What follows belongs to an exercise in optimizing a design on an open flow for small area and a short achievable clock period; a production flow would make more cautious choices.
Where RTL was checked, it was by simulation tests only, not by an equivalence proof against the original.
Function not checked in runs 2 to 4: the RTL went through the layout flow alone.

==> flow/design.v, too long to show whole: its modules and the start of the top module <==
// module mac_pipe_nxn: 1882 lines
// module mac_fa: 10 lines
// module mac_ha: 9 lines
module mac_pipe_nxn #(
    parameter int unsigned DW    = 32,
    parameter int unsigned LAT   = 3,
    parameter int unsigned GUARD = 8
) (
    input  logic                  i_clk,
    input  logic                  i_rstn,
    input  logic                  i_valid,
    output logic                  o_ready,
    input  logic                  i_multa_ns,
    input  logic                  i_multb_ns,
    input  logic [DW-1:0]         i_multa,
    input  logic [DW-1:0]         i_multb,
    input  logic                  i_acc_en,
    input  logic                  i_acc_clr,
    output logic                  o_valid,
    input  logic                  i_ready,
    output logic [2*DW-1:0]       o_product,
    output logic [2*DW+GUARD-1:0] o_acc,
    output logic                  o_acc_ovf
);
  // ...
==> flow/run.sh <==
#!/bin/bash
# synth_recipe.tcl (not shown) runs the flow's synth.tcl, then flattens the netlist and writes it again
# the make line also repeats each setting of config.mk as NAME=value (left out here)
make -C /OpenROAD-flow-scripts/flow DESIGN_CONFIG=/design/flow/config.mk WORK_HOME=/design/flow/orfs CLKGATE_MAP_FILE= SYNTH_SCRIPT=/design/flow/synth_recipe.tcl finish
==> flow/config.mk <==
export PLATFORM = sky130hd
export DESIGN_NAME = mac_pipe_nxn
export DESIGN_NICKNAME = mac_pipe_nxn
export VERILOG_FILES = /design/flow/design.v
export SDC_FILE = /design/flow/constraint.sdc
export NUM_CORES = 4
export LEC_CHECK = 0
export ABC_AREA = 1
export CAP_MARGIN = 20
export CORE_MARGIN = 2
export CORE_UTILIZATION = 40
export SLEW_MARGIN = 20
export SYNTH_HIERARCHICAL = 1
export SYNTH_MINIMUM_KEEP_SIZE = 0
==> flow/constraint.sdc <==
create_clock -name core_clock -period 12.5 [get_ports {i_clk}]
set_input_delay 2.5000 -clock core_clock [delete_from_list [all_inputs] [get_ports {i_clk}]]
set_output_delay 2.5000 -clock core_clock [all_outputs]
set_load 0.01 [all_outputs]
==> out/metrics.yaml, run 1 <==
syn_avg_cell_area_um2: 9.563
cts_setup_buffers: 0
holdCritStartpoint: "r1_sxen"
cts_made_buffers: 37
setup_viol: 0
cts_tree: "yes"
rrSetupSlack_ps: 6250
busiest_layer: "met2"
nonClkBufAreaFrac_pct: 6.670
grt_use_met1_pct: 34.24
grtUsageMet3_pct: 6.353
start_kind: "input pin"
die_w_um: 309.5
synth-compound-area-share_pct: 13.51
cts_sinks: 305
cap_violations: 0
multi_input_area_um2: 26360
cp-endpoint: "o_ready"
largest_reg_flops: 72
status: "timing/DRC/antenna clean"
synth_commonest_cells: "618 x xor2_1, 521 x fa_1, 512 x o22ai_1"
grt_overflow_total: 0
largest_registers: "o_acc x72, o_product x64, r2_s x64"
fmax_mhz: 145.0
ys_seq_elements: 305
initial_core_util_pct: 40.17
netlist.area_leader.share_pct: 27.95
cp-startpoint: "i_ready"
worstReg2RegEnd: "r2_s[49]"
pre_cts_ws_ps: 5211
nWellTaps: 1254
synth-main-ff-cell: "edfxtp_1"
worstHoldEndpoint: "r2_sxen"
cp_num_cells: 5
drt_iter0_markers: 3205
nets: 4622
hpwlAfterDp_mm: 80.22
crit_buf_inv: 4
==> inputs of run 2 (changes only) <==
--- a/flow/design.v
+++ b/flow/design.v
@@ -50,17 +50,17 @@
             r1_two_n <= ~d_two[15:0];
             r1_neg   <= d_neg;
             r1_sxen <= (i_multa_ns | i_multb_ns) & i_acc_en;
             r1_en   <= i_acc_en;
             r1_clr  <= i_acc_clr;
         end
     end
     logic [63:0]      mul_s;
-    logic [12-1:0] mul_c;
+    logic [17-1:0] mul_c;
     wire pp0_0 = ((~((r1_one_n[0] | r1_a_n[0]))) ^ r1_neg[0]);
     wire pp0_1 = ((~((r1_one_n[0] | r1_a_n[1]) & (r1_two_n[0] | r1_a_n[0]))) ^ r1_neg[0]);
     wire pp0_2 = ((~((r1_one_n[0] | r1_a_n[2]) & (r1_two_n[0] | r1_a_n[1]))) ^ r1_neg[0]);
     wire pp0_3 = ((~((r1_one_n[0] | r1_a_n[3]) & (r1_two_n[0] | r1_a_n[2]))) ^ r1_neg[0]);
     wire pp0_4 = ((~((r1_one_n[0] | r1_a_n[4]) & (r1_two_n[0] | r1_a_n[3]))) ^ r1_neg[0]);
     wire pp0_5 = ((~((r1_one_n[0] | r1_a_n[5]) & (r1_two_n[0] | r1_a_n[4]))) ^ r1_neg[0]);
     wire pp0_6 = ((~((r1_one_n[0] | r1_a_n[6]) & (r1_two_n[0] | r1_a_n[5]))) ^ r1_neg[0]);
     wire pp0_7 = ((~((r1_one_n[0] | r1_a_n[7]) & (r1_two_n[0] | r1_a_n[6]))) ^ r1_neg[0]);
@@ -1705,183 +1705,540 @@
     mac_fa u_s1070 (.a(c24), .b(s31), .c(c1069), .s(s1070), .co(c1071));
     logic s1072, c1073;
     mac_fa u_s1072 (.a(s37), .b(s39), .c(c1071), .s(s1072), .co(c1073));
     logic s1074, c1075;
     mac_ha u_s1074 (.a(s49), .b(c1073), .s(s1074), .co(c1075));
     logic s1076, c1077;
     mac_fa u_s1076 (.a(c50), .b(s59), .c(c1075), .s(s1076), .co(c1077));
     logic s1078, c1079;
-    mac_fa u_s1078 (.a(c60), .b(s71), .c(c1077), .s(s1078), .co(c1079));
+    mac_ha u_s1078 (.a(c60), .b(s71), .s(s1078), .co(c1079));
     logic s1080, c1081;
-    mac_ha u_s1080 (.a(s81), .b(s83), .s(s1080), .co(c1081));
+    mac_fa u_s1080 (.a(s81), .b(s83), .c(c1079), .s(s1080), .co(c1081));
     logic s1082, c1083;
     mac_fa u_s1082 (.a(c84), .b(s97), .c(c1081), .s(s1082), .co(c1083));
     logic s1084, c1085;
     mac_fa u_s1084 (.a(c98), .b(s111), .c(c1083), .s(s1084), .co(c1085));
     logic s1086, c1087;
     mac_fa u_s1086 (.a(c112), .b(s127), .c(c1085), .s(s1086), .co(c1087));
     logic s1088, c1089;
     mac_fa u_s1088 (.a(c128), .b(s143), .c(c1087), .s(s1088), .co(c1089));
     logic s1090, c1091;
-    mac_fa u_s1090 (.a(c144), .b(s161), .c(c1089), .s(s1090), .co(c1091));
+    mac_ha u_s1090 (.a(c144), .b(s161), .s(s1090), .co(c1091));
     logic s1092, c1093;
     mac_fa u_s1092 (.a(s177), .b(s179), .c(c1091), .s(s1092), .co(c1093));
     logic s1094, c1095;
-    mac_ha u_s1094 (.a(c180), .b(s199), .s(s1094), .co(c1095));
+    mac_fa u_s1094 (.a(c180), .b(s199), .c(c1093), .s(s1094), .co(c1095));
     logic s1096, c1097;
     mac_fa u_s1096 (.a(c200), .b(s219), .c(c1095), .s(s1096), .co(c1097));
     logic s1098, c1099;
     mac_fa u_s1098 (.a(c220), .b(s241), .c(c1097), .s(s1098), .co(c1099));
     logic s1100, c1101;
-    mac_fa u_s1100 (.a(c242), .b(s263), .c(c1099), .s(s1100), .co(c1101));
+    mac_ha u_s1100 (.a(c242), .b(s263), .s(s1100), .co(c1101));
     logic s1102, c1103;
     mac_fa u_s1102 (.a(c264), .b(s287), .c(c1101), .s(s1102), .co(c1103));
     logic s1104, c1105;
-    mac_ha u_s1104 (.a(c288), .b(s311), .s(s1104), .co(c1105));
+    mac_fa u_s1104 (.a(c288), .b(s311), .c(c1103), .s(s1104), .co(c1105));
     logic s1106, c1107;
     mac_fa u_s1106 (.a(c312), .b(s337), .c(c1105), .s(s1106), .co(c1107));
     logic s1108, c1109;
-    mac_fa u_s1108 (.a(c338), .b(s363), .c(c1107), .s(s1108), .co(c1109));
+    mac_ha u_s1108 (.a(c338), .b(s363), .s(s1108), .co(c1109));
     logic s1110, c1111;
     mac_fa u_s1110 (.a(s389), .b(s391), .c(c1109), .s(s1110), .co(c1111));
     logic s1112, c1113;
     mac_fa u_s1112 (.a(c392), .b(s419), .c(c1111), .s(s1112), .co(c1113));
     logic s1114, c1115;
-    mac_ha u_s1114 (.a(c420), .b(s449), .s(s1114), .co(c1115));
+    mac_fa u_s1114 (.a(c420), .b(s449), .c(c1113), .s(s1114), .co(c1115));
     logic s1116, c1117;
-    mac_fa u_s1116 (.a(c450), .b(s479), .c(c1115), .s(s1116), .co(c1117));
+    mac_ha u_s1116 (.a(c450), .b(s479), .s(s1116), .co(c1117));
     logic s1118, c1119;
     mac_fa u_s1118 (.a(c480), .b(s511), .c(c1117), .s(s1118), .co(c1119));
     wire s1120 = ~(s543 ^ c1119);
     wire c1121 = s543 | c1119;
     wire s1122 = ~s575;
     wire c1123 = s575;
     logic s1124, c1125;
     mac_fa u_s1124 (.a(c576), .b(s605), .c(c1123), .s(s1124), .co(c1125));
-    wire s1126 = ~(s635 ^ c1125);
-    wire c1127 = s635 | c1125;
+    wire s1126 = ~s635;
+    wire c1127 = s635;
     logic s1128, c1129;
     mac_ha u_s1128 (.a(c636), .b(s663), .s(s1128), .co(c1129));
-    wire s1130 = ~(s691 ^ c1129);
-    wire c1131 = s691 | c1129;
+    wire s1130 = ~s691;
+    wire c1131 = s691;
     logic s1132, c1133;
     mac_fa u_s1132 (.a(c692), .b(s717), .c(c1131), .s(s1132), .co(c1133));
     wire s1134 = ~s743;
     wire c1135 = s743;
     logic s1136, c1137;
     mac_fa u_s1136 (.a(c744), .b(s767), .c(c1135), .s(s1136), .co(c1137));
-    wire s1138 = ~(s791 ^ c1137);
-    wire c1139 = s791 | c1137;
+    wire s1138 = ~s791;
+    wire c1139 = s791;
     logic s1140, c1141;
-    mac_ha u_s1140 (.a(c792), .b(s813), .s(s1140), .co(c1141));
-    wire s1142 = ~(s835 ^ c1141);
-    wire c1143 = s835 | c1141;
+    mac_fa u_s1140 (.a(c792), .b(s813), .c(c1139), .s(s1140), .co(c1141));
+    wire s1142 = ~s835;
+    wire c1143 = s835;
     logic s1144, c1145;
     mac_fa u_s1144 (.a(c836), .b(s855), .c(c1143), .s(s1144), .co(c1145));
     wire s1146 = ~s875;
     wire c1147 = s875;
     logic s1148, c1149;
     mac_fa u_s1148 (.a(c876), .b(s893), .c(c1147), .s(s1148), .co(c1149));
     wire s1150 = ~(s911 ^ c1149);
     wire c1151 = s911 | c1149;
     logic s1152, c1153;
-    mac_fa u_s1152 (.a(c912), .b(s927), .c(c1151), .s(s1152), .co(c1153));
-    wire s1154 = ~s943;
-    wire c1155 = s943;
+    mac_ha u_s1152 (.a(c912), .b(s927), .s(s1152), .co(c1153));
+    wire s1154 = ~(s943 ^ c1153);
+    wire c1155 = s943 | c1153;
     logic s1156, c1157;
     mac_fa u_s1156 (.a(c944), .b(s957), .c(c1155), .s(s1156), .co(c1157));
-    wire s1158 = ~(s971 ^ c1157);
-    wire c1159 = s971 | c1157;
+    wire s1158 = ~s971;
+    wire c1159 = s971;
     logic s1160, c1161;
     mac_fa u_s1160 (.a(c972), .b(s983), .c(c1159), .s(s1160), .co(c1161));
-    wire s1162 = ~s995;
-    wire c1163 = s995;
+    wire s1162 = ~(s995 ^ c1161);
+    wire c1163 = s995 | c1161;
     logic s1164, c1165;
     mac_fa u_s1164 (.a(c996), .b(s1005), .c(c1163), .s(s1164), .co(c1165));
-    wire s1166 = ~(s1015 ^ c1165);
-    wire c1167 = s1015 | c1165;
+    wire s1166 = ~s1015;
+    wire c1167 = s1015;
     logic s1168, c1169;
     mac_fa u_s1168 (.a(c1016), .b(s1023), .c(c1167), .s(s1168), .co(c1169));
     wire s1170 = ~(s1031 ^ c1169);
     wire c1171 = s1031 | c1169;
     logic s1172, c1173;
     mac_fa u_s1172 (.a(c1032), .b(s1037), .c(c1171), .s(s1172), .co(c1173));
     wire s1174 = ~s1043;
     wire c1175 = s1043;
     logic s1176, c1177;
     mac_fa u_s1176 (.a(c1044), .b(s1047), .c(c1175), .s(s1176), .co(c1177));
     wire s1178 = ~(s1051 ^ c1177);
     wire c1179 = s1051 | c1177;
     logic s1180, c1181;
     mac_fa u_s1180 (.a(c1052), .b(s1053), .c(c1179), .s(s1180), .co(c1181));
     assign mul_s = {s1180, s1178, s1176, s1174, s1172, s1170, s1168, s1166, s1164, s1162, s1160, s1158, s1156, s1154, s1152, s1150, s1148, s1146, s1144, s1142, s1140, s1138, s1136, s1134, s1132, s1130, s1128, s1126, s1124, s1122, s1120, s1118, s1116, s1114, s1112, s1110, s1108, s1106, s1104, s1102, s1100, s1098, s1096, s1094, s1092, s1090, s1088, s1086, s1084, s1082, s1080, s1078, s1076, s1074, s1072, s1070, s1068, s1066, s1064, s1062, s1060, s1058, s1056, s1054};
-    assign mul_c = {c1173, c1161, c1153, c1145, c1139, c1133, c1127, c1121, c1113, c1103, c1093, c1079};
+    assign mul_c = {c1173, c1165, c1157, c1151, c1145, c1141, c1137, c1133, c1129, c1127, c1125, c1121, c1115, c1107, c1099, c1089, c1077};
     logic        r2_vld;
     logic [63:0]      r2_s;
-    logic [12-1:0] r2_c;
+    logic [17-1:0] r2_c;
     logic [63:0]      r2_prod;
     logic        r2_sxen, r2_en, r2_clr;
     always_ff @(posedge i_clk or negedge i_rstn) begin
         if (!i_rstn) r2_vld <= 1'b0;
         else if (advance) r2_vld <= r1_vld;
     end
     always_ff @(posedge i_clk) begin
         if (advance || !r2_vld) begin
             r2_s    <= mul_s;
             r2_c    <= mul_c;
             r2_sxen <= r1_sxen;
             r2_en   <= r1_en;
             r2_clr  <= r1_clr;
         end
     end
-    assign r2_prod[12:0] = r2_s[12:0];
-    wire cin1182 = r2_c[0];
-    assign r2_prod[19:13] = r2_s[19:13] + {6'b0, cin1182};
-    wire cin1183 = r2_c[1] | (cin1182 & &r2_s[19:13]);
-    assign r2_prod[24:20] = r2_s[24:20] + {4'b0, cin1183};
-    wire cin1184 = r2_c[2] | (cin1183 & &r2_s[24:20]);
-    assign r2_prod[29:25] = r2_s[29:25] + {4'b0, cin1184};
-    wire cin1185 = r2_c[3] | (cin1184 & &r2_s[29:25]);
-    assign r2_prod[33:30] = r2_s[33:30] + {3'b0, cin1185};
-    wire cin1186 = r2_c[4] | (cin1185 & &r2_s[33:30]);
-    assign r2_prod[36:34] = r2_s[36:34] + {2'b0, cin1186};
-    wire cin1187 = r2_c[5] | (cin1186 & &r2_s[36:34]);
-    assign r2_prod[39:37] = r2_s[39:37] + {2'b0, cin1187};
-    wire cin1188 = r2_c[6] | (cin1187 & &r2_s[39:37]);
-    assign r2_prod[42:40] = r2_s[42:40] + {2'b0, cin1188};
-    wire cin1189 = r2_c[7] | (cin1188 & &r2_s[42:40]);
-    assign r2_prod[45:43] = r2_s[45:43] + {2'b0, cin1189};
-    wire cin1190 = r2_c[8] | (cin1189 & &r2_s[45:43]);
-    assign r2_prod[49:46] = r2_s[49:46] + {3'b0, cin1190};
-    wire cin1191 = r2_c[9] | (cin1190 & &r2_s[49:46]);
-    assign r2_prod[53:50] = r2_s[53:50] + {3'b0, cin1191};
-    wire cin1192 = r2_c[10] | (cin1191 & &r2_s[53:50]);
-    assign r2_prod[59:54] = r2_s[59:54] + {5'b0, cin1192};
-    wire cin1193 = r2_c[11] | (cin1192 & &r2_s[59:54]);
-    assign r2_prod[63:60] = r2_s[63:60] + {3'b0, cin1193};
-    logic        load;
+    wire blk_all0 = &r2_s[11:0];
+    wire blk_all1 = &r2_s[17:12];
+    wire blk_all2 = &r2_s[22:18];
+    wire blk_all3 = &r2_s[26:23];
+    wire blk_all4 = &r2_s[30:27];
+    wire blk_all5 = &r2_s[33:31];
+    wire blk_all6 = &r2_s[35:34];
+    wire blk_all7 = &r2_s[36:36];
+    wire blk_all8 = &r2_s[37:37];
+    wire blk_all9 = &r2_s[39:38];
+    wire blk_all10 = &r2_s[41:40];
+    wire blk_all11 = &r2_s[43:42];
+    wire blk_all12 = &r2_s[45:44];
+    wire blk_all13 = &r2_s[48:46];
+    wire blk_all14 = &r2_s[51:49];
+    wire blk_all15 = &r2_s[55:52];
+    wire blk_all16 = &r2_s[59:56];
+    wire bg1182 = r2_c[0] | (blk_all0 & 1'b0);
+    wire bp1183 = blk_all0 & 1'b0;
+    wire bg1184 = r2_c[2] | (blk_all2 & r2_c[1]);
+    wire bp1185 = blk_all2 & blk_all1;
+    wire bg1186 = r2_c[4] | (blk_all4 & r2_c[3]);
+    wire bp1187 = blk_all4 & blk_all3;
+    wire bg1188 = r2_c[6] | (blk_all6 & r2_c[5]);
+    wire bp1189 = blk_all6 & blk_all5;
+    wire bg1190 = r2_c[8] | (blk_all8 & r2_c[7]);
+    wire bp1191 = blk_all8 & blk_all7;
+    wire bg1192 = r2_c[10] | (blk_all10 & r2_c[9]);
+    wire bp1193 = blk_all10 & blk_all9;
+    wire bg1194 = r2_c[12] | (blk_all12 & r2_c[11]);
+    wire bp1195 = blk_all12 & blk_all11;
+    wire bg1196 = r2_c[14] | (blk_all14 & r2_c[13]);
+    wire bp1197 = blk_all14 & blk_all13;
+    wire bg1198 = r2_c[16] | (blk_all16 & r2_c[15]);
+    wire bp1199 = blk_all16 & blk_all15;
+    wire bg1200 = r2_c[1] | (blk_all1 & bg1182);
+    wire bp1201 = blk_all1 & bp1183;
+    wire bg1202 = bg1184 | (bp1185 & bg1182);
+    wire bp1203 = bp1185 & bp1183;
+    wire bg1204 = r2_c[5] | (blk_all5 & bg1186);
+    wire bp1205 = blk_all5 & bp1187;
+    wire bg1206 = bg1188 | (bp1189 & bg1186);
+    wire bp1207 = bp1189 & bp1187;
+    wire bg1208 = r2_c[9] | (blk_all9 & bg1190);
+    wire bp1209 = blk_all9 & bp1191;
+    wire bg1210 = bg1192 | (bp1193 & bg1190);
+    wire bp1211 = bp1193 & bp1191;
+    wire bg1212 = r2_c[13] | (blk_all13 & bg1194);
+    wire bp1213 = blk_all13 & bp1195;
+    wire bg1214 = bg1196 | (bp1197 & bg1194);
+    wire bp1215 = bp1197 & bp1195;
+    wire bg1216 = r2_c[3] | (blk_all3 & bg1202);
+    wire bp1217 = blk_all3 & bp1203;
+    wire bg1218 = bg1186 | (bp1187 & bg1202);
+    wire bp1219 = bp1187 & bp1203;
+    wire bg1220 = bg1204 | (bp1205 & bg1202);
+    wire bp1221 = bp1205 & bp1203;
+    wire bg1222 = bg1206 | (bp1207 & bg1202);
+    wire bp1223 = bp1207 & bp1203;
+    wire bg1224 = r2_c[11] | (blk_all11 & bg1210);
+    wire bp1225 = blk_all11 & bp1211;
+    wire bg1226 = bg1194 | (bp1195 & bg1210);
+    wire bp1227 = bp1195 & bp1211;
+    wire bg1228 = bg1212 | (bp1213 & bg1210);
+    wire bp1229 = bp1213 & bp1211;
+    wire bg1230 = bg1214 | (bp1215 & bg1210);
+    wire bp1231 = bp1215 & bp1211;
+    wire bg1232 = r2_c[7] | (blk_all7 & bg1222);
+    wire bp1233 = blk_all7 & bp1223;
+    wire bg1234 = bg1190 | (bp1191 & bg1222);
+    wire bp1235 = bp1191 & bp1223;
+    wire bg1236 = bg1208 | (bp1209 & bg1222);
+    wire bp1237 = bp1209 & bp1223;
+    wire bg1238 = bg1210 | (bp1211 & bg1222);
+    wire bp1239 = bp1211 & bp1223;
+    wire bg1240 = bg1224 | (bp1225 & bg1222);
+    wire bp1241 = bp1225 & bp1223;
+    wire bg1242 = bg1226 | (bp1227 & bg1222);
+    wire bp1243 = bp1227 & bp1223;
+    wire bg1244 = bg1228 | (bp1229 & bg1222);
+    wire bp1245 = bp1229 & bp1223;
+    wire bg1246 = bg1230 | (bp1231 & bg1222);
+    wire bp1247 = bp1231 & bp1223;
+    wire bg1248 = r2_c[15] | (blk_all15 & bg1246);
+    wire bp1249 = blk_all15 & bp1247;
+    wire bg1250 = bg1198 | (bp1199 & bg1246);
+    wire bp1251 = bp1199 & bp1247;
+    assign r2_prod[11:0] = r2_s[11:0];
+    assign r2_prod[12] = r2_s[12] ^ bg1182;
+    wire inc1252 = bg1182 & r2_s[12];
+    assign r2_prod[13] = r2_s[13] ^ inc1252;
+    wire inc1253 = inc1252 & r2_s[13];
+    assign r2_prod[14] = r2_s[14] ^ inc1253;
+    wire inc1254 = inc1253 & r2_s[14];
+    assign r2_prod[15] = r2_s[15] ^ inc1254;
+    wire inc1255 = inc1254 & r2_s[15];
+    assign r2_prod[16] = r2_s[16] ^ inc1255;
+    wire inc1256 = inc1255 & r2_s[16];
+    assign r2_prod[17] = r2_s[17] ^ inc1256;
+    assign r2_prod[18] = r2_s[18] ^ bg1200;
+    wire inc1257 = bg1200 & r2_s[18];
+    assign r2_prod[19] = r2_s[19] ^ inc1257;
+    wire inc1258 = inc1257 & r2_s[19];
+    assign r2_prod[20] = r2_s[20] ^ inc1258;
+    wire inc1259 = inc1258 & r2_s[20];
+    assign r2_prod[21] = r2_s[21] ^ inc1259;
+    wire inc1260 = inc1259 & r2_s[21];
+    assign r2_prod[22] = r2_s[22] ^ inc1260;
+    assign r2_prod[23] = r2_s[23] ^ bg1202;
+    wire inc1261 = bg1202 & r2_s[23];
+    assign r2_prod[24] = r2_s[24] ^ inc1261;
+    wire inc1262 = inc1261 & r2_s[24];
+    assign r2_prod[25] = r2_s[25] ^ inc1262;
+    wire inc1263 = inc1262 & r2_s[25];
+    assign r2_prod[26] = r2_s[26] ^ inc1263;
+    assign r2_prod[27] = r2_s[27] ^ bg1216;
+    wire inc1264 = bg1216 & r2_s[27];
+    assign r2_prod[28] = r2_s[28] ^ inc1264;
+    wire inc1265 = inc1264 & r2_s[28];
+    assign r2_prod[29] = r2_s[29] ^ inc1265;
+    wire inc1266 = inc1265 & r2_s[29];
+    assign r2_prod[30] = r2_s[30] ^ inc1266;
+    assign r2_prod[31] = r2_s[31] ^ bg1218;
+    wire inc1267 = bg1218 & r2_s[31];
+    assign r2_prod[32] = r2_s[32] ^ inc1267;
+    wire inc1268 = inc1267 & r2_s[32];
+    assign r2_prod[33] = r2_s[33] ^ inc1268;
+    assign r2_prod[34] = r2_s[34] ^ bg1220;
+    wire inc1269 = bg1220 & r2_s[34];
+    assign r2_prod[35] = r2_s[35] ^ inc1269;
+    assign r2_prod[36] = r2_s[36] ^ bg1222;
+    assign r2_prod[37] = r2_s[37] ^ bg1232;
+    assign r2_prod[38] = r2_s[38] ^ bg1234;
+    wire inc1270 = bg1234 & r2_s[38];
+    assign r2_prod[39] = r2_s[39] ^ inc1270;
+    assign r2_prod[40] = r2_s[40] ^ bg1236;
+    wire inc1271 = bg1236 & r2_s[40];
+    assign r2_prod[41] = r2_s[41] ^ inc1271;
+    assign r2_prod[42] = r2_s[42] ^ bg1238;
+    wire inc1272 = bg1238 & r2_s[42];
+    assign r2_prod[43] = r2_s[43] ^ inc1272;
+    assign r2_prod[44] = r2_s[44] ^ bg1240;
+    wire inc1273 = bg1240 & r2_s[44];
+    assign r2_prod[45] = r2_s[45] ^ inc1273;
+    assign r2_prod[46] = r2_s[46] ^ bg1242;
+    wire inc1274 = bg1242 & r2_s[46];
+    assign r2_prod[47] = r2_s[47] ^ inc1274;
+    wire inc1275 = inc1274 & r2_s[47];
+    assign r2_prod[48] = r2_s[48] ^ inc1275;
+    assign r2_prod[49] = r2_s[49] ^ bg1244;
+    wire inc1276 = bg1244 & r2_s[49];
+    assign r2_prod[50] = r2_s[50] ^ inc1276;
+    wire inc1277 = inc1276 & r2_s[50];
+    assign r2_prod[51] = r2_s[51] ^ inc1277;
+    assign r2_prod[52] = r2_s[52] ^ bg1246;
+    wire inc1278 = bg1246 & r2_s[52];
+    assign r2_prod[53] = r2_s[53] ^ inc1278;
+    wire inc1279 = inc1278 & r2_s[53];
+    assign r2_prod[54] = r2_s[54] ^ inc1279;
+    wire inc1280 = inc1279 & r2_s[54];
+    assign r2_prod[55] = r2_s[55] ^ inc1280;
+    assign r2_prod[56] = r2_s[56] ^ bg1248;
+    wire inc1281 = bg1248 & r2_s[56];
+    assign r2_prod[57] = r2_s[57] ^ inc1281;
+    wire inc1282 = inc1281 & r2_s[57];
+    assign r2_prod[58] = r2_s[58] ^ inc1282;
+    wire inc1283 = inc1282 & r2_s[58];
+    assign r2_prod[59] = r2_s[59] ^ inc1283;
+    assign r2_prod[60] = r2_s[60] ^ bg1250;
+    wire inc1284 = bg1250 & r2_s[60];
+    assign r2_prod[61] = r2_s[61] ^ inc1284;
+    wire inc1285 = inc1284 & r2_s[61];
+    assign r2_prod[62] = r2_s[62] ^ inc1285;
+    wire inc1286 = inc1285 & r2_s[62];
+    assign r2_prod[63] = r2_s[63] ^ inc1286;
     logic [71:0] acc_a, acc_b, acc_sum;
     logic        sum_ovf;
-    assign load    = advance && r2_vld;
-    assign acc_a   = o_acc & {72{!(load && r2_clr)}};
-    assign acc_b   = {{8{r2_sxen & r2_prod[63]}}, r2_prod} & {72{load && r2_en}};
-    assign acc_sum = acc_a + acc_b;
+    assign acc_a   = o_acc & {72{!r2_clr}};
+    assign acc_b   = {{8{r2_sxen & r2_prod[63]}}, r2_prod & {64{r2_en}}};
+    wire [71:0] acc_g0 = acc_a & acc_b;
+    wire [71:0] acc_p0 = acc_a ^ acc_b;
+    wire ag1287 = acc_g0[1] | (acc_p0[1] & acc_g0[0]);
+    wire ap1288 = acc_p0[1] & acc_p0[0];
+    wire ag1289 = acc_g0[3] | (acc_p0[3] & acc_g0[2]);
+    wire ap1290 = acc_p0[3] & acc_p0[2];
+    wire ag1291 = acc_g0[5] | (acc_p0[5] & acc_g0[4]);
+    wire ap1292 = acc_p0[5] & acc_p0[4];
+    wire ag1293 = acc_g0[7] | (acc_p0[7] & acc_g0[6]);
+    wire ap1294 = acc_p0[7] & acc_p0[6];
+    wire ag1295 = acc_g0[9] | (acc_p0[9] & acc_g0[8]);
+    wire ap1296 = acc_p0[9] & acc_p0[8];
+    wire ag1297 = acc_g0[11] | (acc_p0[11] & acc_g0[10]);
+    wire ap1298 = acc_p0[11] & acc_p0[10];
+    wire ag1299 = acc_g0[13] | (acc_p0[13] & acc_g0[12]);
+    wire ap1300 = acc_p0[13] & acc_p0[12];
+    wire ag1301 = acc_g0[15] | (acc_p0[15] & acc_g0[14]);
+    wire ap1302 = acc_p0[15] & acc_p0[14];
+    wire ag1303 = acc_g0[17] | (acc_p0[17] & acc_g0[16]);
+    wire ap1304 = acc_p0[17] & acc_p0[16];
+    wire ag1305 = acc_g0[19] | (acc_p0[19] & acc_g0[18]);
+    wire ap1306 = acc_p0[19] & acc_p0[18];
+    wire ag1307 = acc_g0[21] | (acc_p0[21] & acc_g0[20]);
+    wire ap1308 = acc_p0[21] & acc_p0[20];
+    wire ag1309 = acc_g0[23] | (acc_p0[23] & acc_g0[22]);
+    wire ap1310 = acc_p0[23] & acc_p0[22];
+    wire ag1311 = acc_g0[25] | (acc_p0[25] & acc_g0[24]);
+    wire ap1312 = acc_p0[25] & acc_p0[24];
+    wire ag1313 = acc_g0[27] | (acc_p0[27] & acc_g0[26]);
+    wire ap1314 = acc_p0[27] & acc_p0[26];
+    wire ag1315 = acc_g0[29] | (acc_p0[29] & acc_g0[28]);
+    wire ap1316 = acc_p0[29] & acc_p0[28];
+    wire ag1317 = acc_g0[31] | (acc_p0[31] & acc_g0[30]);
+    wire ap1318 = acc_p0[31] & acc_p0[30];
+    wire ag1319 = acc_g0[33] | (acc_p0[33] & acc_g0[32]);
+    wire ap1320 = acc_p0[33] & acc_p0[32];
+    wire ag1321 = acc_g0[35] | (acc_p0[35] & acc_g0[34]);
+    wire ap1322 = acc_p0[35] & acc_p0[34];
+    wire ag1323 = acc_g0[37] | (acc_p0[37] & acc_g0[36]);
+    wire ap1324 = acc_p0[37] & acc_p0[36];
+    wire ag1325 = acc_g0[39] | (acc_p0[39] & acc_g0[38]);
+    wire ap1326 = acc_p0[39] & acc_p0[38];
+    wire ag1327 = acc_g0[41] | (acc_p0[41] & acc_g0[40]);
+    wire ap1328 = acc_p0[41] & acc_p0[40];
+    wire ag1329 = acc_g0[43] | (acc_p0[43] & acc_g0[42]);
+    wire ap1330 = acc_p0[43] & acc_p0[42];
+    wire ag1331 = acc_g0[45] | (acc_p0[45] & acc_g0[44]);
+    wire ap1332 = acc_p0[45] & acc_p0[44];
+    wire ag1333 = acc_g0[47] | (acc_p0[47] & acc_g0[46]);
+    wire ap1334 = acc_p0[47] & acc_p0[46];
+    wire ag1335 = acc_g0[49] | (acc_p0[49] & acc_g0[48]);
+    wire ap1336 = acc_p0[49] & acc_p0[48];
+    wire ag1337 = acc_g0[51] | (acc_p0[51] & acc_g0[50]);
+    wire ap1338 = acc_p0[51] & acc_p0[50];
+    wire ag1339 = acc_g0[53] | (acc_p0[53] & acc_g0[52]);
+    wire ap1340 = acc_p0[53] & acc_p0[52];
+    wire ag1341 = acc_g0[55] | (acc_p0[55] & acc_g0[54]);
+    wire ap1342 = acc_p0[55] & acc_p0[54];
+    wire ag1343 = acc_g0[57] | (acc_p0[57] & acc_g0[56]);
+    wire ap1344 = acc_p0[57] & acc_p0[56];
+    wire ag1345 = acc_g0[59] | (acc_p0[59] & acc_g0[58]);
+    wire ap1346 = acc_p0[59] & acc_p0[58];
+    wire ag1347 = acc_g0[61] | (acc_p0[61] & acc_g0[60]);
+    wire ap1348 = acc_p0[61] & acc_p0[60];
+    wire ag1349 = acc_g0[63] | (acc_p0[63] & acc_g0[62]);
+    wire ap1350 = acc_p0[63] & acc_p0[62];
+    wire ag1351 = acc_g0[65] | (acc_p0[65] & acc_g0[64]);
+    wire ap1352 = acc_p0[65] & acc_p0[64];
+    wire ag1353 = acc_g0[67] | (acc_p0[67] & acc_g0[66]);
+    wire ap1354 = acc_p0[67] & acc_p0[66];
+    wire ag1355 = acc_g0[69] | (acc_p0[69] & acc_g0[68]);
+    wire ap1356 = acc_p0[69] & acc_p0[68];
+    wire ag1357 = acc_g0[71] | (acc_p0[71] & acc_g0[70]);
+    wire ap1358 = acc_p0[71] & acc_p0[70];
+    wire ag1359 = ag1289 | (ap1290 & ag1287);
+    wire ap1360 = ap1290 & ap1288;
+    wire ag1361 = ag1293 | (ap1294 & ag1291);
+    wire ap1362 = ap1294 & ap1292;
+    wire ag1363 = ag1297 | (ap1298 & ag1295);
+    wire ap1364 = ap1298 & ap1296;
+    wire ag1365 = ag1301 | (ap1302 & ag1299);
+    wire ap1366 = ap1302 & ap1300;
+    wire ag1367 = ag1305 | (ap1306 & ag1303);
+    wire ap1368 = ap1306 & ap1304;
+    wire ag1369 = ag1309 | (ap1310 & ag1307);
+    wire ap1370 = ap1310 & ap1308;
+    wire ag1371 = ag1313 | (ap1314 & ag1311);
+    wire ap1372 = ap1314 & ap1312;
+    wire ag1373 = ag1317 | (ap1318 & ag1315);
+    wire ap1374 = ap1318 & ap1316;
+    wire ag1375 = ag1321 | (ap1322 & ag1319);
+    wire ap1376 = ap1322 & ap1320;
+    wire ag1377 = ag1325 | (ap1326 & ag1323);
+    wire ap1378 = ap1326 & ap1324;
+    wire ag1379 = ag1329 | (ap1330 & ag1327);
+    wire ap1380 = ap1330 & ap1328;
+    wire ag1381 = ag1333 | (ap1334 & ag1331);
+    wire ap1382 = ap1334 & ap1332;
+    wire ag1383 = ag1337 | (ap1338 & ag1335);
+    wire ap1384 = ap1338 & ap1336;
+    wire ag1385 = ag1341 | (ap1342 & ag1339);
+    wire ap1386 = ap1342 & ap1340;
+    wire ag1387 = ag1345 | (ap1346 & ag1343);
+    wire ap1388 = ap1346 & ap1344;
+    wire ag1389 = ag1349 | (ap1350 & ag1347);
+    wire ap1390 = ap1350 & ap1348;
+    wire ag1391 = ag1353 | (ap1354 & ag1351);
+    wire ap1392 = ap1354 & ap1352;
+    wire ag1393 = ag1357 | (ap1358 & ag1355);
+    wire ap1394 = ap1358 & ap1356;
+    wire ag1395 = ag1361 | (ap1362 & ag1359);
+    wire ap1396 = ap1362 & ap1360;
+    wire ag1397 = ag1365 | (ap1366 & ag1363);
+    wire ap1398 = ap1366 & ap1364;
+    wire ag1399 = ag1369 | (ap1370 & ag1367);
+    wire ap1400 = ap1370 & ap1368;
+    wire ag1401 = ag1373 | (ap1374 & ag1371);
+    wire ap1402 = ap1374 & ap1372;
+    wire ag1403 = ag1377 | (ap1378 & ag1375);
+    wire ap1404 = ap1378 & ap1376;
+    wire ag1405 = ag1381 | (ap1382 & ag1379);
+    wire ap1406 = ap1382 & ap1380;
+    wire ag1407 = ag1385 | (ap1386 & ag1383);
+    wire ap1408 = ap1386 & ap1384;
+    wire ag1409 = ag1389 | (ap1390 & ag1387);
+    wire ap1410 = ap1390 & ap1388;
+    wire ag1411 = ag1393 | (ap1394 & ag1391);
+    wire ap1412 = ap1394 & ap1392;
+    wire ag1413 = ag1397 | (ap1398 & ag1395);
+    wire ap1414 = ap1398 & ap1396;
+    wire ag1415 = ag1401 | (ap1402 & ag1399);
+    wire ap1416 = ap1402 & ap1400;
+    wire ag1417 = ag1405 | (ap1406 & ag1403);
+    wire ap1418 = ap1406 & ap1404;
+    wire ag1419 = ag1409 | (ap1410 & ag1407);
+    wire ap1420 = ap1410 & ap1408;
+    wire ag1421 = ag1415 | (ap1416 & ag1413);
+    wire ap1422 = ap1416 & ap1414;
+    wire ag1423 = ag1419 | (ap1420 & ag1417);
+    wire ap1424 = ap1420 & ap1418;
+    wire ag1425 = ag1423 | (ap1424 & ag1421);
+    wire ap1426 = ap1424 & ap1422;
+    wire ag1427 = ag1417 | (ap1418 & ag1421);
+    wire ag1428 = ag1399 | (ap1400 & ag1413);
+    wire ag1429 = ag1403 | (ap1404 & ag1421);
+    wire ag1430 = ag1407 | (ap1408 & ag1427);
+    wire ag1431 = ag1411 | (ap1412 & ag1425);
+    wire ag1432 = ag1363 | (ap1364 & ag1395);
+    wire ag1433 = ag1367 | (ap1368 & ag1413);
+    wire ag1434 = ag1371 | (ap1372 & ag1428);
+    wire ag1435 = ag1375 | (ap1376 & ag1421);
+    wire ag1436 = ag1379 | (ap1380 & ag1429);
+    wire ag1437 = ag1383 | (ap1384 & ag1427);
+    wire ag1438 = ag1387 | (ap1388 & ag1430);
+    wire ag1439 = ag1391 | (ap1392 & ag1425);
+    wire ag1440 = ag1291 | (ap1292 & ag1359);
+    wire ag1441 = ag1295 | (ap1296 & ag1395);
+    wire ag1442 = ag1299 | (ap1300 & ag1432);
+    wire ag1443 = ag1303 | (ap1304 & ag1413);
+    wire ag1444 = ag1307 | (ap1308 & ag1433);
+    wire ag1445 = ag1311 | (ap1312 & ag1428);
+    wire ag1446 = ag1315 | (ap1316 & ag1434);
+    wire ag1447 = ag1319 | (ap1320 & ag1421);
+    wire ag1448 = ag1323 | (ap1324 & ag1435);
+    wire ag1449 = ag1327 | (ap1328 & ag1429);
+    wire ag1450 = ag1331 | (ap1332 & ag1436);
+    wire ag1451 = ag1335 | (ap1336 & ag1427);
+    wire ag1452 = ag1339 | (ap1340 & ag1437);
+    wire ag1453 = ag1343 | (ap1344 & ag1430);
+    wire ag1454 = ag1347 | (ap1348 & ag1438);
+    wire ag1455 = ag1351 | (ap1352 & ag1425);
+    wire ag1456 = ag1355 | (ap1356 & ag1439);
+    wire ag1457 = acc_g0[2] | (acc_p0[2] & ag1287);
+    wire ag1458 = acc_g0[4] | (acc_p0[4] & ag1359);
+    wire ag1459 = acc_g0[6] | (acc_p0[6] & ag1440);
+    wire ag1460 = acc_g0[8] | (acc_p0[8] & ag1395);
+    wire ag1461 = acc_g0[10] | (acc_p0[10] & ag1441);
+    wire ag1462 = acc_g0[12] | (acc_p0[12] & ag1432);
+    wire ag1463 = acc_g0[14] | (acc_p0[14] & ag1442);
+    wire ag1464 = acc_g0[16] | (acc_p0[16] & ag1413);
+    wire ag1465 = acc_g0[18] | (acc_p0[18] & ag1443);
+    wire ag1466 = acc_g0[20] | (acc_p0[20] & ag1433);
+    wire ag1467 = acc_g0[22] | (acc_p0[22] & ag1444);
+    wire ag1468 = acc_g0[24] | (acc_p0[24] & ag1428);
+    wire ag1469 = acc_g0[26] | (acc_p0[26] & ag1445);
+    wire ag1470 = acc_g0[28] | (acc_p0[28] & ag1434);
+    wire ag1471 = acc_g0[30] | (acc_p0[30] & ag1446);
+    wire ag1472 = acc_g0[32] | (acc_p0[32] & ag1421);
+    wire ag1473 = acc_g0[34] | (acc_p0[34] & ag1447);
+    wire ag1474 = acc_g0[36] | (acc_p0[36] & ag1435);
+    wire ag1475 = acc_g0[38] | (acc_p0[38] & ag1448);
+    wire ag1476 = acc_g0[40] | (acc_p0[40] & ag1429);
+    wire ag1477 = acc_g0[42] | (acc_p0[42] & ag1449);
+    wire ag1478 = acc_g0[44] | (acc_p0[44] & ag1436);
+    wire ag1479 = acc_g0[46] | (acc_p0[46] & ag1450);
+    wire ag1480 = acc_g0[48] | (acc_p0[48] & ag1427);
+    wire ag1481 = acc_g0[50] | (acc_p0[50] & ag1451);
+    wire ag1482 = acc_g0[52] | (acc_p0[52] & ag1437);
+    wire ag1483 = acc_g0[54] | (acc_p0[54] & ag1452);
+    wire ag1484 = acc_g0[56] | (acc_p0[56] & ag1430);
+    wire ag1485 = acc_g0[58] | (acc_p0[58] & ag1453);
+    wire ag1486 = acc_g0[60] | (acc_p0[60] & ag1438);
+    wire ag1487 = acc_g0[62] | (acc_p0[62] & ag1454);
+    wire ag1488 = acc_g0[64] | (acc_p0[64] & ag1425);
+    wire ag1489 = acc_g0[66] | (acc_p0[66] & ag1455);
+    wire ag1490 = acc_g0[68] | (acc_p0[68] & ag1439);
+    wire ag1491 = acc_g0[70] | (acc_p0[70] & ag1456);
+    assign acc_sum = acc_p0 ^ {ag1491, ag1456, ag1490, ag1439, ag1489, ag1455, ag1488, ag1425, ag1487, ag1454, ag1486, ag1438, ag1485, ag1453, ag1484, ag1430, ag1483, ag1452, ag1482, ag1437, ag1481, ag1451, ag1480, ag1427, ag1479, ag1450, ag1478, ag1436, ag1477, ag1449, ag1476, ag1429, ag1475, ag1448, ag1474, ag1435, ag1473, ag1447, ag1472, ag1421, ag1471, ag1446, ag1470, ag1434, ag1469, ag1445, ag1468, ag1428, ag1467, ag1444, ag1466, ag1433, ag1465, ag1443, ag1464, ag1413, ag1463, ag1442, ag1462, ag1432, ag1461, ag1441, ag1460, ag1395, ag1459, ag1440, ag1458, ag1359, ag1457, ag1287, acc_g0[0], 1'b0};
     assign sum_ovf = (acc_a[71] == acc_b[71]) && (acc_sum[71] != acc_a[71]);
     always_ff @(posedge i_clk or negedge i_rstn) begin
         if (!i_rstn) begin
             o_valid   <= 1'b0;
             o_product <= '0;
             o_acc     <= '0;
             o_acc_ovf <= 1'b0;
-        end else begin
-            o_acc     <= acc_sum;
-            o_acc_ovf <= (o_acc_ovf && !(load && r2_clr)) || sum_ovf;
-            if (advance) o_valid <= r2_vld;
-            if (load) o_product <= r2_prod;
+        end else if (advance) begin
+            o_valid <= r2_vld;
+            if (r2_vld) begin
+                o_product <= r2_prod;
+                o_acc     <= acc_sum;
+                o_acc_ovf <= (o_acc_ovf && !r2_clr) || sum_ovf;
+            end
         end
     end
 endmodule
 module mac_fa (
     input  logic a,
     input  logic b,
     input  logic c,
     output logic s,
==> flow/flow/run.sh (new file) <==
#!/bin/bash
# Layout flow: the standard flow (standard.sh, every ORFS step from synthesis to
# finish) with two settings changed:
#  - the ports are buffered with sky130_fd_sc_hd__buf_2 cells (buffer_ports -buffer_cell);
#  - the timing repair steps aim for 5 ns of setup slack (SETUP_SLACK_MARGIN).
# The constraints (clock period, input and output delays, loads) are the standard flow's, unchanged.
set -euo pipefail
bash standard.sh "BUFFER_PORTS_ARGS=-buffer_cell sky130_fd_sc_hd__buf_2" "SETUP_SLACK_MARGIN=5" finish > make_finish.log 2>&1
==> flow/standard.sh (new file) <==
#!/bin/bash
# synth_recipe.tcl (not shown) runs the flow's synth.tcl, then flattens the netlist and writes it again
# the make line also repeats each setting of config.mk as NAME=value (left out here)
make -C /OpenROAD-flow-scripts/flow DESIGN_CONFIG=/design/flow/config.mk WORK_HOME=/design/flow/orfs CLKGATE_MAP_FILE= SYNTH_SCRIPT=/design/flow/synth_recipe.tcl "${@:-finish}"
removed: flow/run.sh
==> out/metrics.yaml, run 2 <==
root_buffer: "clkbuf_16"  # unchanged
gp_congestion: 0.8807  # was 0.9334
hold_violations: 0  # unchanged
via_per_inst: 5.628  # was 5.852
synth_area_leaders: "fa_1 30%, xor2_1 14%, edfxtp_1 14%"  # was fa_1 28%, xor2_1 15%, edfxtp_1 13%
status: "timing/DRC/antenna clean"  # unchanged
drt_wl_total_mm: 110.7  # was 127.3 mm
crit_slowest_cell: "nor2_1"  # was buf_4
cap_violations: 0  # unchanged
dieHeight_um: 307.0  # was 309.5 µm
arrival_ps: 3430  # was 4390 ps
cts_hold_buf: 0  # unchanged
most-common-layout-cells: "584 x xor2_1, 555 x fa_1, 512 x o22ai_1"  # was 618 x xor2_1, 521 x fa_1, 512 x o22ai_1
drtAntennaViolNets: 0  # unchanged
cp_max_fo: 4  # was 69
multi_input_area_um2: 25750  # was 26360 µm²
rsz0062_at_grt: "no"  # unchanged
cts_sinks: 310  # was 305
post-route-period-util_pct: 47.42  # was 55.16%
synth-edff-count: 170  # was 165
worstReg2RegEnd: "r2_s[22]"  # was r2_s[49]
path_clk_slew_ps: 60  # about the same
largest_reg_flops: 72  # unchanged
die_area_um2: 94230  # was 95770 µm²
min_period_ps: 5927  # was 6895 ps
synth-main-ff-cell: "edfxtp_1"  # unchanged
grt_pass1_vias: 27960  # was 31460
yosys.area.top_type: "fa_1"  # unchanged
worst_r2r_startpoint: "r1_a_n[13]"  # was r1_one_n[7]
io_buffers: 210  # unchanged
cp-endpoint: "o_ready"  # unchanged
regMostFlops: "o_acc"  # unchanged
setup_viol: 0  # unchanged
seq_area_frac_synth_pct: 23.44  # was 22.66%
largest_registers: "o_acc x72, o_product x64, r2_s x64"  # unchanged
syn_avg_cell_area_um2: 10.08  # was 9.563 µm²
antenna_found_initial: 11  # was 0
area_growth_pct: 8.318  # was 11.32%
drt_iter0_markers: 2719  # was 3205
crit_required_ps: 10000  # about the same
synth_commonest_cells: "584 x xor2_1, 555 x fa_1, 512 x o22ai_1"  # was 618 x xor2_1, 521 x fa_1, 512 x o22ai_1
layout-drive-gt1-share_pct: 11.64  # was 6.120%
die_w_um: 307.0  # was 309.5 µm
clock_skew_ps: 28.22  # was 20.32 ps
ctsResizeCount: 0  # unchanged
nets: 4407  # was 4622
cts_max_path_buffers: 3  # unchanged
rrSetupSlack_ps: 6730  # was 6250 ps
grt_first_pass_wirelength_mm: 172.0  # was 191.0 mm
initial_core_util_pct: 40.24  # was 40.17%
syn-instance-count: 3644  # was 3903
start_kind: "input pin"  # unchanged
cp-startpoint: "i_ready"  # unchanged
critPathMostFrequentCell: "buf_2"  # was clkdlybuf4s50_1
netlist_area_um2: 36720  # was 37320 µm²
rows: 111  # was 112
synth_nets: 4437  # was 4649
regArea_um2: 8608  # was 8458 µm²
dr.pass1.iters: 6  # unchanged
num_vias: 27220  # was 30200
drc: 0  # unchanged
clk_latency_ps: 590  # about the same
cts_tree: "yes"  # unchanged
worstPathCellList: "buf_2, nor2_1, inv_1, buf_2"  # was clkdlybuf4s50_1, nor2_4, buf_4, inv_1, clkdlybuf4s50_1
fmax_mhz: 168.7  # was 145.0 MHz
synth_cell_types: 40  # was 50
hp-class: "flip-flop to flip-flop"  # unchanged
coreArea_um2: 91250  # was 92910 µm²
cts_made_buffers: 39  # was 37
reg2reg_depth: 13  # was 16
synth-async-reset-ratio_pct: 45.16  # was 45.90%
grt_start_max_net_pins: 104  # was 81
grt_use_total_pct: 23.61  # was 26.32%
fin_setup_tns_ps: 0  # unchanged
fillers: 8631  # was 8878
final_common_cell: "xor2_1"  # unchanged
wl_per_cell_um: 22.88  # was 24.67 µm
cp-end-kind: "output port"  # unchanged
tightest_slew_ps: 985.2  # was 923.0 ps
netlist.area_leader.share_pct: 30.26  # was 27.95%
ys_seq_elements: 310  # was 305
cts_setup_buffers: 0  # unchanged
slew_headroom_pct: 34.32  # was 38.47%
synth_most_common_cell: "xor2_1"  # unchanged
final_max_slew_viol_count: 0  # unchanged
grt_overflow_total: 0  # unchanged
slowest_delay_ps: 450  # was 620 ps
path_class: "input pin to output port"  # unchanged
ys_warn_count: 7  # unchanged
cts-htree-levels: 2  # unchanged
ios: 211  # unchanged
hpwlAfterDp_mm: 74.34  # was 80.22 mm
==> run 2: modules after synthesis (local to each module, per instance) <==
module,times used,flip-flops and latches,cell area [µm²],cells
mac_fa,519,0,20.02,1
mac_ha,55,0,12.51,1
mac_pipe_nxn,1,310,25640,3070
==> run 2: routing by layer <==
layer  up-vias  GRT usage (%)  part of all wire (%)
met5         -              0                 0.064
met4        10          6.614                   2.7
met3       222          5.596                   9.9
met2      1358          37.04                    46
met1     13620          32.67                    42
li1      12010              -                     -
==> run 2: final cells by class <==
type / instances / area share (%)
timing repair buffer: 301 / 4.385
inverter: 245 / 2.315
tap: 1186 / 3.731
multi-input combinational: 2717 / 64.74
sequential: 310 / 21.64
clock buffer: 54 / 2.646
antenna: 6 / 0.03775
clock inverter: 17 / 0.5034
==> run 2: how the worst min path moves through the flow <==
| stage | slack (ps) | from | depth (start not counted) | endpoint |
|---|---|---|---|---|
| 5_1_grt | 430 | r1_clr | 0 | r2_clr |
| 2_1_floorplan | 400 | r1_clr | 0 | r2_clr |
| 3_5_place_dp | 410 | r1_clr | 0 | r2_clr |
| 6_report | 420 | r1_clr | 0 | r2_clr |
| 4_1_cts | 420 | r1_clr | 0 | r2_clr |
| 3_3_place_gp | 410 | r1_clr | 0 | r2_clr |
==> run 2: cells by family (layout without fill, tap and decap cells) <==
family                     Yosys count  after routing  synth area share [%]
adders and majority gates          721            721                 35.92
AOI/OAI and AO/OA                  680            680                 11.23
and+or+nand+nor                    672            672                 7.470
xor gates and xnor gates           631            631                 15.05
buffers and inverters              617            617                 6.488
DFF                                310            310                 23.44
muxes                               13             13                0.3987
other                                0              6                     0
==> run 2: critical path: cells and delay by family <==
kind	cells	cell delay (ps)
simple gates	1	450
buf+inv	3	470
==> run 2: metrics by stage <==
step                hold slack, ps  util, %  instance area, µm²  cells  worst slack [ps]
floorplan                    400.3        -               36720   3644              6963
global placement             405.8    42.19               38500   4759              6572
detailed placement           408.3    42.19               38500   4759              6578
CTS                          422.9    43.57               39750   4830              6577
global route                 425.3    43.58               39770   4834              6440
finish                       419.6    43.59               39770   4836              6573
==> inputs of run 3 (changes only) <==
==> flow/flow/run.sh (replaced) <==
#!/bin/bash
# Layout flow: the standard flow (standard.sh, every ORFS step from synthesis to
# finish) with two settings changed:
#  - the ports are buffered with sky130_fd_sc_hd__buf_2 cells (buffer_ports -buffer_cell);
#  - the timing repair steps aim for 7 ns of setup slack (SETUP_SLACK_MARGIN).
# The constraints (clock period, input and output delays, loads) are the standard flow's, unchanged.
set -euo pipefail
bash standard.sh "BUFFER_PORTS_ARGS=-buffer_cell sky130_fd_sc_hd__buf_2" "SETUP_SLACK_MARGIN=7" finish > make_finish.log 2>&1
==> out/metrics.yaml, run 3 <==
final_common_cell: "xor2_1"  # unchanged
coreArea_um2: 91250  # unchanged
largest_registers: "o_acc x72, o_product x64, r2_s x64"  # unchanged
setup_viol: 0  # unchanged
cp_max_fo: 10  # was 4
worst_r2r_startpoint: "r1_one_n[7]"  # was r1_a_n[13]
synth_area_leaders: "fa_1 30%, xor2_1 14%, edfxtp_1 14%"  # unchanged
hp-class: "flip-flop to flip-flop"  # unchanged
synth_commonest_cells: "584 x xor2_1, 555 x fa_1, 512 x o22ai_1"  # unchanged
initial_core_util_pct: 40.24  # unchanged
io_buffers: 210  # unchanged
dr.pass1.iters: 7  # was 6
grt_use_total_pct: 24.72  # was 23.61%
wl_per_cell_um: 24.20  # was 22.88 µm
arrival_ps: 5770  # was 3430 ps
drc: 0  # unchanged
dieHeight_um: 307.0  # unchanged
path_clk_slew_ps: 60  # about the same
crit_required_ps: 12820  # was 10000 ps
gp_congestion: 0.9272  # was 0.8807
ios: 211  # unchanged
final_max_slew_viol_count: 0  # unchanged
cp-end-kind: "flip-flop"  # was output port
rows: 111  # unchanged
area_growth_pct: 13.95  # was 8.318%
grt_start_max_net_pins: 93  # was 104
yosys.area.top_type: "fa_1"  # unchanged
ys_seq_elements: 310  # unchanged
cts_tree: "yes"  # unchanged
fin_setup_tns_ps: 0  # unchanged
num_vias: 28080  # was 27220
antenna_found_initial: 12  # was 11
min_period_ps: 5452  # was 5927 ps
cts-htree-levels: 2  # unchanged
place_area_um2: 38550  # was 38500 µm²
synth-edff-count: 170  # unchanged
cts_made_buffers: 39  # unchanged
cts_hold_buf: 0  # unchanged
syn-instance-count: 3644  # unchanged
cts_sinks: 310  # unchanged
tightest_slew_ps: 963.8  # was 985.2 ps
grt_pass1_vias: 29290  # was 27960
netlist_area_um2: 36720  # unchanged
clock_skew_ps: 17.77  # was 28.22 ps
start_kind: "flip-flop"  # was input pin
die_area_um2: 94230  # unchanged
seq_area_frac_synth_pct: 23.44  # unchanged
status: "timing/DRC/antenna clean"  # unchanged
drtAntennaViolNets: 0  # unchanged
final_area_um2: 41840  # was 39770 µm²
regMostFlops: "o_acc"  # unchanged
fillers: 8397  # was 8631
fmax_mhz: 183.4  # was 168.7 MHz
syn_avg_cell_area_um2: 10.08  # unchanged
netlist.area_leader.share_pct: 30.26  # unchanged
hpwlAfterDp_mm: 74.39  # was 74.34 mm
die_w_um: 307.0  # unchanged
path_class: "flip-flop to flip-flop"  # was input pin to output port
cts_max_path_buffers: 3  # unchanged
cp-startpoint: "r1_one_n[7]"  # was i_ready
grt_overflow_total: 0  # unchanged
cap_violations: 0  # unchanged
synth-main-ff-cell: "edfxtp_1"  # unchanged
rsz0062_at_grt: "yes"  # was no
hold_violations: 0  # unchanged
grt_first_pass_wirelength_mm: 178.9  # was 172.0 mm
clk_latency_ps: 590  # about the same
root_buffer: "clkbuf_16"  # unchanged
holdCritStartpoint: "r1_clr"  # unchanged
synth-async-reset-ratio_pct: 45.16  # unchanged
most-common-layout-cells: "567 x xor2_1, 468 x o22ai_1, 452 x fa_1"  # was 584 x xor2_1, 555 x fa_1, 512 x o22ai_1
nets: 4439  # was 4407
ys_warn_count: 7  # unchanged
drt_iter0_markers: 3232  # was 2719
drt_wl_total_mm: 117.7  # was 110.7 mm
largest_reg_flops: 72  # unchanged
layout-drive-gt1-share_pct: 17.38  # was 11.64%
slew_headroom_pct: 35.75  # was 34.32%
synth_nets: 4437  # unchanged
synth_cell_types: 40  # unchanged
synth_most_common_cell: "xor2_1"  # unchanged
via_per_inst: 5.771  # was 5.628
post-route-period-util_pct: 43.62  # was 47.42%
-- run 3: worst paths after layout --
check | to | cells past startpoint | slack [ps]
min in group asynchronous | o_product[10] | 1 | 1950
setup reg to reg | r2_s[41] | 14 | 7050
hold reg to reg | r2_clr | 0 | 430
hold / removal | r2_clr | 0 | 430
setup / recovery | r2_s[41] | 14 | 7050
max in group asynchronous | o_acc[59] | 2 | 9090
-- run 3: cell families (layout without fill, tap and decap cells) --
group	Yosys count	after routing	synth area share (%)
AOI/OAI and AO/OA	680	680	11.23
muxes	13	13	0.3987
and+or+nand+nor	672	672	7.470
buffers and inverters	617	649	6.488
DFF	310	310	23.44
adders and majority gates	721	721	35.92
other	0	4	0
xor gates and xnor gates	631	631	15.05
-- run 3: worst max-delay path, cell delays in order, from the launching register on --
cell and delay, ps:
edfxtp_1 470, buf_4 200, clkbuf_16 170, o22ai_1 200
xor2_1 110, fa_1 440, fa_1 490, fa_2 450
fa_1 400, fa_1 500, fa_2 370, fa_2 350
fa_2 360, ha_4 290, fa_1 400
-- run 3: final cells by class --
cell class	instances	area [µm²]	area share, %
Multi-Input combinational cell	2717	26580	63.53
Sequential cell	310	8608	20.57
Timing Repair Buffer	333	2940	7.028
Tap cell	1186	1484	3.547
Clock buffer	51	1051	2.512
Inverter	245	924.6	2.210
Clock inverter	20	239.0	0.5712
Antenna cell	4	10.01	0.02392
-- run 3: per-layer routing --
metal / vias up / wire length [µm] / track usage [%]
met5: - / 117 / 0
li1: 12060 / - / -
met3: 352 / 13230 / 6.961
met1: 13880 / 46620 / 32.37
met4: 16 / 4640 / 9.915
met2: 1778 / 53120 / 38.72
-- run 3: per-module statistics from Yosys, one instance, submodules excluded --
module        cell area (µm²)  times used  flops+latches
mac_pipe_nxn            25640           1            310
mac_fa                  20.02         519              0
mac_ha                  12.51          55              0
-- run 3: stage by stage --
stage	hold slack (ps)	worst slack (ps)	utilization, %	cells
final	426.6	7048	45.85	4866
after global routing	427.8	6900	45.85	4863
after CTS	428.7	7001	44.39	4842
after detailed placement	413.2	6589	42.24	4761
after global placement	402.9	6224	42.17	4756
after floorplan	400.3	7005	-	3644
-- run 3: repair_timing --
item | 4_1_cts | 5_1_grt
setup endpoints to repair | 26 | 36
gates resized for setup | 140 | 265
buffers inserted | 7 | 14
pin swaps | 11 | 55
gates cloned | 3 | 6
==> inputs of run 4 (changes only) <==
==> flow/flow/run.sh (replaced) <==
#!/bin/bash
# Layout flow: the standard flow (standard.sh, every ORFS step from synthesis to
# finish) with two settings changed:
#  - the ports are buffered with sky130_fd_sc_hd__buf_1 cells (buffer_ports -buffer_cell);
#  - the timing repair steps aim for 7.1 ns of setup slack (SETUP_SLACK_MARGIN).
# The constraints (clock period, input and output delays, loads) are the standard flow's, unchanged.
set -euo pipefail
bash standard.sh "BUFFER_PORTS_ARGS=-buffer_cell sky130_fd_sc_hd__buf_1" "SETUP_SLACK_MARGIN=7.1" finish > make_finish.log 2>&1
--- a/flow/config.mk
+++ b/flow/config.mk
@@ -9,5 +9,6 @@
 export CAP_MARGIN = 20
 export CORE_MARGIN = 2
-export CORE_UTILIZATION = 40
+export CORE_UTILIZATION = 60
+export CTS_BUF_LIST = sky130_fd_sc_hd__clkbuf_4
 export SLEW_MARGIN = 20
 export SYNTH_HIERARCHICAL = 1
==> out/metrics.yaml, run 4 <==
yosys.area.top_type: "fa_1"  # unchanged
worstPathCellList: "buf_4, bufbuf_16, o22ai_2, xor2_2, fa_2, fa_2, fa_1, ha_1, ha_1, fa_1, fa_2, fa_2, fa_2, fa_2"  # was buf_4, clkbuf_16, o22ai_1, xor2_1, fa_1, fa_1, fa_2, fa_1, fa_1, fa_2, fa_2, fa_2, ha_4, fa_1
root_buffer: "clkbuf_4"  # was clkbuf_16
cts_tree: "yes"  # unchanged
cts_max_path_buffers: 3  # unchanged
synth_area_leaders: "fa_1 30%, xor2_1 14%, edfxtp_1 14%"  # unchanged
cp-end-kind: "flip-flop"  # unchanged
final_max_slew_viol_count: 0  # unchanged
antenna_found_initial: 2  # was 12
clock_skew_ps: 90.21  # was 17.77 ps
critPathMostFrequentCell: "fa_2"  # was fa_1
synth_cell_types: 40  # unchanged
pre_cts_ws_ps: 6477  # was 6589 ps
regMostFlops: "o_acc"  # unchanged
wl_per_cell_um: 26.26  # was 24.20 µm
fin_setup_tns_ps: 0  # unchanged
synth_nets: 4437  # unchanged
cap_violations: 0  # unchanged
layout.cells.non_filler: 4549  # was 4866
rrSetupSlack_ps: 7100  # was 7050 ps
grt_start_max_net_pins: 109  # was 93
grt_first_pass_wirelength_mm: 178.9  # about the same
grtUsageMet3_pct: 11.80  # was 6.961%
most-common-layout-cells: "571 x xor2_1, 462 x o22ai_1, 428 x nand2_1"  # was 567 x xor2_1, 468 x o22ai_1, 452 x fa_1
slowest_delay_ps: 480  # was 500 ps
status: "timing/DRC/antenna clean"  # unchanged
hold_violations: 0  # unchanged
drtAntennaViolNets: 0  # unchanged
dieHeight_um: 251.4  # was 307.0 µm
start_kind: "flip-flop"  # unchanged
syn_avg_cell_area_um2: 10.08  # unchanged
hpwlAfterDp_mm: 73.79  # was 74.39 mm
crit_required_ps: 13090  # was 12820 ps
cts-htree-levels: 3  # was 2
path_class: "flip-flop to flip-flop"  # unchanged
drc: 0  # unchanged
grt_pass1_vias: 30380  # was 29290
grt_use_met1_pct: 48.62  # was 32.37%
cts_sinks: 310  # unchanged
drt_wl_total_mm: 119.4  # was 117.7 mm
rows: 90  # was 111
hp-class: "flip-flop to flip-flop"  # unchanged
synth.area.mux_share_pct: 0.3987  # unchanged
setup_viol: 0  # unchanged
tightest_slew_ps: 1034  # was 963.8 ps
synth-adder-area-share_pct: 35.92  # unchanged
die_area_um2: 63190  # was 94230 µm²
synth-compound-area-share_pct: 11.23  # unchanged
clk_latency_ps: 880  # was 590 ps
synth_commonest_cells: "584 x xor2_1, 555 x fa_1, 512 x o22ai_1"  # unchanged
die_w_um: 251.4  # was 307.0 µm
via_per_inst: 6.407  # was 5.771
crit_slowest_cell: "edfxtp_1"  # was fa_1
cp_top_family: "adder cells"  # unchanged
busiest_layer: "met2"  # unchanged
grt_use_total_pct: 37.55  # was 24.72%
ios: 211  # unchanged
grt_overflow_total: 0  # unchanged
rsz0062_at_grt: "yes"  # unchanged
ys_seq_elements: 310  # unchanged
netlist.area_leader.share_pct: 30.26  # unchanged
arrival_ps: 5990  # was 5770 ps
gp_congestion: 0.9219  # was 0.9272
met2_usage_pct: 58.65  # was 38.72%
layout-drive-gt1-share_pct: 14.83  # was 17.38%
cts_made_buffers: 89  # was 39
nets: 4492  # was 4439
path_clk_slew_ps: 70  # was 60 ps
post-route-period-util_pct: 43.17  # was 43.62%
ys_warn_count: 7  # unchanged
cts_hold_buf: 0  # unchanged
largest_registers: "o_acc x72, o_product x64, r2_s x64"  # unchanged
area_growth_pct: 11.50  # was 13.95%
fmax_mhz: 185.3  # was 183.4 MHz
setup_ws_ps: 7104  # was 7048 ps
cp_max_fo: 11  # was 10
synth-async-reset-ratio_pct: 45.16  # unchanged
initial_core_util_pct: 60.72  # was 40.24%
seq_area_frac_synth_pct: 23.44  # unchanged
synth-edff-count: 170  # unchanged
final_common_cell: "xor2_1"  # unchanged
io_buffers: 210  # unchanged
syn-instance-count: 3644  # unchanged
num_vias: 29150  # was 28080
dr.pass1.iters: 8  # was 7
synth_most_common_cell: "xor2_1"  # unchanged
synth-main-ff-cell: "edfxtp_1"  # unchanged
netlist_area_um2: 36720  # unchanged
largest_reg_flops: 72  # unchanged
synth-simple-area-share_pct: 7.470  # unchanged
drt_iter0_markers: 3336  # was 3232
coreArea_um2: 60470  # was 91250 µm²
crit_buf_inv: 2  # unchanged
slew_headroom_pct: 31.04  # was 35.75%
dp.cells: 4356  # was 4761
synth_top_family_by_area: "adder cells"  # unchanged
min_period_ps: 5396  # was 5452 ps
synth-xor-area-share_pct: 15.05  # unchanged
==> run 4: cell counts after synthesis <==
Identical to the previous run, type by type.
==> run 4: layer usage <==
| layer | vias up | part of all wire, % |
|---|---|---|
| li1 | 12230 | - |
| met1 | 14430 | 38 |
| met2 | 2040 | 45 |
| met3 | 454 | 12 |
| met4 | 0 | 4.7 |
| met5 | - | 0 |
==> run 4: kinds of logic (layout without fill, tap and decap cells) <==
| kind of cell | after synthesis | after routing |
|---|---|---|
| other cells | 0 | 5 |
| buf+inv | 617 | 735 |
| compound gates | 680 | 680 |
| flops | 310 | 310 |
| mux | 13 | 13 |
| simple gates | 672 | 672 |
| xor+xnor | 631 | 631 |
| fa+ha+maj | 721 | 721 |
==> run 4: final cells by class <==
type | count | area, µm²
Clock buffer | 128 | 960.9
Multi-Input combinational cell | 2717 | 26710
Fill cell | 4696 | 19530
Clock inverter | 26 | 121.4
Tap cell | 782 | 978.4
Sequential cell | 310 | 8608
Antenna cell | 5 | 12.51
Inverter | 245 | 924.6
Timing Repair Buffer | 336 | 2625
==> run 4: worst paths after layout <==
path,end,cells past startpoint,from
worst max-delay path,r2_s[17],14,r1_one_n[2]
worst min-delay path,r2_clr,0,r1_clr
worst max register to register,r2_s[17],14,r1_one_n[2]
worst min register to register,r2_clr,0,r1_clr
max in group asynchronous,o_product[52],2,i_rstn
min in group asynchronous,o_acc[7],1,i_rstn
==> run 4: Yosys stat by module, one instance, submodules excluded <==
| module | times used | flip-flops and latches | cells inside |
|---|---|---|---|
| mac_fa | 519 | 0 | 1 |
| mac_ha | 55 | 0 | 1 |
| mac_pipe_nxn | 1 | 310 | 3070 |
==> run 4: through the flow <==
stage               util [%]  instance area (µm²)  hold WS [ps]
global route           67.70                40940         428.2
CTS                    66.17                40010         399.4
detailed placement     62.47                37780         413.7
floorplan                  -                36800         400.3
finish                 67.70                40940         411.8
global placement       62.36                37710         408.3
==> run 4: repair_timing <==
action | 4_1_cts | 5_1_grt
endpoints found under the setup margin | 35 | 37
resized for setup | 242 | 171
gates cloned | 4 | 4
buffers inserted | 14 | 12
pin swaps | 32 | 60

==> port drivers added, routing unchanged <==
How much do the figures lean on ideal ports? The routed layouts below were timed once more, with nothing changed but the port constraints. Step 1 assumes that a clkbuf_16 drives the clock port and a buf_2 every other input. Step 2 moves the port delays by t, midway between the first and last clock arrival at a register: inputs arrive t later, outputs are due t later. That takes back most of the time a late clock gives input paths. a / b / c = no drivers / after step 1 / after step 2; a / b = the first two.
run	shift t [ns]	setup WS [ns]	worst hold slack (ns)	worst setup path at the end
run 1	0.642	5.605 / 5.581 / 5.197	0.458 / 0.458 / 0.458	input to register
run 2	0.647	6.573 / 6.552 / 6.552	0.420 / 0.420 / 0.420	input to output
run 3	0.648	7.048 / 7.048 / 7.048	0.427 / 0.427 / 0.427	register to register
run 4	0.900	7.104 / 7.079 / 7.079	0.412 / 0.412 / 0.412	input to output
After both steps setup and hold are still met in every run listed. The setup slack of run 1, which loses most, moves by -0.024 ns with the drivers and by -0.408 ns with both steps.
